Context: an optimization exercise on an open-source flow, tuned for small area and a short achievable clock period. The choices shown serve that exercise and are no tape-out recipe. In this exercise RTL edits were held to simulation tests only and were not proved equivalent to the original. Power figures rest on the tool's default switching activity, not on a simulated workload.

## delta
## riscv_core
module riscv_core (
    input  logic        clk,
    input  logic        rst_n,
    input  logic [31:0] instr,
    input  logic [31:0] read_data,
    output logic [31:0] pc,
    output logic        mem_rd_en,
    output logic [31:0] read_addr,
    output logic        mem_wr_en,
    output logic [31:0] write_addr,
    output logic [31:0] wr_data
);
For scale: roughly 4500 cells after synthesis, ~1200 flip-flops, ~200 I/O pins.
clock: 6.5 ns
lec_check: 0
cap_margin: 20
core_margin: 2
core_utilization: 40
setup_slack_margin: 3.2
slew_margin: 20
run.sh (not shown) runs the stock make flow with config.mk's settings and CLKGATE_MAP_FILE= SYNTH_SCRIPT=/design/flow/synth_recipe.tcl, a recipe that flattens the netlist after the stock synthesis.
Relative to delta, the following input files were edited for nickel:
==> flow/flow/run.sh (new file) <==
#!/bin/bash
# Standard ORFS layout with two changes: ports get buf_2 buffers instead of the
# default delay buffer, and clock tree synthesis inserts no dummy loads and
# clusters more sinks per leaf buffer.
set -euo pipefail
bash standard.sh finish \
  "BUFFER_PORTS_ARGS=-buffer_cell sky130_fd_sc_hd__buf_2" \
  "CTS_ARGS=-sink_clustering_enable -repair_clock_nets -dont_use_dummy_load -buf_list sky130_fd_sc_hd__clkbuf_16 -sink_clustering_size 30 -sink_clustering_max_diameter 70" \
  > run_make.log 2>&1
==> flow/standard.sh (new file) <==
#!/bin/bash
# synth_recipe.tcl (not shown) runs the flow's synth.tcl, then flattens the netlist and writes it again
# the make line also repeats each setting of config.mk as NAME=value (left out here)
make -C /OpenROAD-flow-scripts/flow DESIGN_CONFIG=/design/flow/config.mk WORK_HOME=/design/flow/orfs CLKGATE_MAP_FILE= SYNTH_SCRIPT=/design/flow/synth_recipe.tcl "${@:-finish}"
removed: flow/run.sh
### Flow results
- Note that the count of clock buffers in the final design recorded for delta amounts to 2.2 times the value seen in nickel.
- nickel ends up with lower post-route worst hold slack than delta does.
- Changes observed in nickel relative to delta: via count fell 0.87%; number of cells in the design after placement fell 0.49%; clock power fell 37%; count of buffering cells on the critical path with inverters included fell 1.
- Routed length per instance in nickel is 0.97% above delta.

riscv_core, a different RTL version from the one above (not shown whole).
For scale: about 200 I/O pins, about 57000 um^2 of cells after synthesis.
export LEC_CHECK = 0
export CAP_MARGIN = 20
export CORE_MARGIN = 2
export CORE_UTILIZATION = 40
export SETUP_SLACK_MARGIN = 3.0
export SLEW_MARGIN = 20
create_clock -name core_clock -period 6.5 [get_ports {clk}]
Stock flow here: none of the scripts above is used.
Then changed:
CTS_BUF_LIST = sky130_fd_sc_hd__clkbuf_8   (was not set)
SETUP_SLACK_MARGIN = 2.0   (was 3.0)
Synthesized area does not change. Clock-buffer cell count is higher by 36. Clock skew came out higher by 0.0080 ns. Sequential share of layout area went up by 4.1 points. Design area fell by a little under a tenth. Die area stays the same.

Starting RTL as in the previous note.
## riscv_core
module riscv_core (
    input  logic        clk,
    input  logic        rst_n,
    input  logic [31:0] instr,
    input  logic [31:0] read_data,
    output logic [31:0] pc,
    output logic        mem_rd_en,
    output logic [31:0] read_addr,
    output logic        mem_wr_en,
    output logic [31:0] write_addr,
    output logic [31:0] wr_data
);
    logic [31:2] pc_q;
    logic        fetch_valid;
    logic        stall;
    always_ff @(posedge clk) begin
        if (!rst_n) begin
            pc_q        <= '0;
            fetch_valid <= 1'b0;
        end else begin
            if (!stall) begin
                pc_q <= pc_q + 30'd1;
            end
            fetch_valid <= 1'b1;
        end
    end
    assign pc = {pc_q, 2'b00};
    logic [6:0] opcode;
    logic [2:0] f3;
    logic [6:0] f7;
    logic [4:0] rd, rs1, rs2;
    assign opcode = instr[6:0];
    assign f3     = instr[14:12];
  ...
Settings: LEC_CHECK=0, CAP_MARGIN=20, CORE_MARGIN=2, CORE_UTILIZATION=40, SETUP_SLACK_MARGIN=3.0, SLEW_MARGIN=20; clock period 6.5 ns.
standard.sh (not shown) runs the stock make flow with config.mk's settings and CLKGATE_MAP_FILE= SYNTH_SCRIPT=/design/flow/synth_recipe.tcl, a recipe that flattens the netlist after the stock synthesis.
==> flow/flow/run.sh <==
#!/bin/bash
# Standard ORFS layout with two changes: ports get buf_2 buffers instead of the
# default delay buffer, and clock tree synthesis inserts no dummy loads and
# clusters more sinks per leaf buffer.
set -euo pipefail
bash standard.sh finish \
  "BUFFER_PORTS_ARGS=-buffer_cell sky130_fd_sc_hd__buf_2" \
  "CTS_ARGS=-sink_clustering_enable -repair_clock_nets -dont_use_dummy_load -buf_list sky130_fd_sc_hd__clkbuf_16 -sink_clustering_size 25 -sink_clustering_max_diameter 60" \
  > run_make.log 2>&1
The starting point passed the timing, design-rule and antenna checks.
Then changed:
==> flow/run.sh (new file) <==
#!/bin/bash
# synth_recipe.tcl (not shown) runs the flow's synth.tcl, then flattens the netlist and writes it again
# the make line also repeats each setting of config.mk as NAME=value (left out here)
make -C /OpenROAD-flow-scripts/flow DESIGN_CONFIG=/design/flow/config.mk WORK_HOME=/design/flow/orfs CLKGATE_MAP_FILE= SYNTH_SCRIPT=/design/flow/synth_recipe.tcl finish
Settings changed: SETUP_SLACK_MARGIN 3.0 to 2.0.
removed: flow/flow/run.sh
removed: flow/standard.sh
Register-to-register slack is worse by 0.32 ns.
Die area is unchanged.
Count of clock-buffer cells in the layout rose by 54.
Clock skew fell by 0.031 ns.
Via count came out lower by a few percent.
Clock power went up by a quarter to a third.
Synthesized cell count does not change.
Power grows by a little under a tenth.

==> what the ideal ports hide <==
The results above use ideal ports. As a check the final layouts listed here were re-extracted and re-timed, cells and wires unchanged.
Step 1 (the two cells are an assumption about what drives the block):
set clk [get_ports {clk}]
set_driving_cell -lib_cell sky130_fd_sc_hd__clkbuf_16 $clk
set_driving_cell -lib_cell sky130_fd_sc_hd__buf_2 [delete_from_list [all_inputs] $clk]
Step 2 adds t to the input delays and takes it off the output delays; t is the mean of the earliest and latest rising clock arrival at the registers after step 1. Input paths then give back, and output paths get back, about the clock's delay inside the block.
Three values: ideal ports, drivers, drivers and shift; two values: the first two.
| run | shift t [ns] | slack for setup (ns) | worst setup path at the end | latest minus earliest clock arrival (ns) | worst slew at a driven data input, ns |
|---|---|---|---|---|---|
| delta | 0.885 | 2.600 / 2.608 / 1.722 | input to register | 0.045 / 0.045 | 0.11 |
| nickel | 0.790 | 2.554 / 2.554 / 1.834 | input to register | 0.118 / 0.118 | 0.18 |
| the first run of note 2 | 0.863 | 2.592 / 2.613 / 1.750 | input to register | 0.034 / 0.033 | 0.12 |
| the second run of note 2 | 1.044 | 1.729 / 1.780 / 0.736 | input to register | 0.047 / 0.046 | 0.13 |
| the first run of note 3 | 0.819 | 2.406 / 2.426 / 1.607 | input to register | 0.098 / 0.098 | 0.13 |
| the second run of note 3 | 0.888 | 1.810 / 1.876 / 0.988 | input to register | 0.036 / 0.036 | 0.13 |
After both steps every run listed still meets setup and hold. The setup slack of the second run of note 2, which loses most, moves by +0.051 ns with the drivers and by -0.993 ns with both steps.
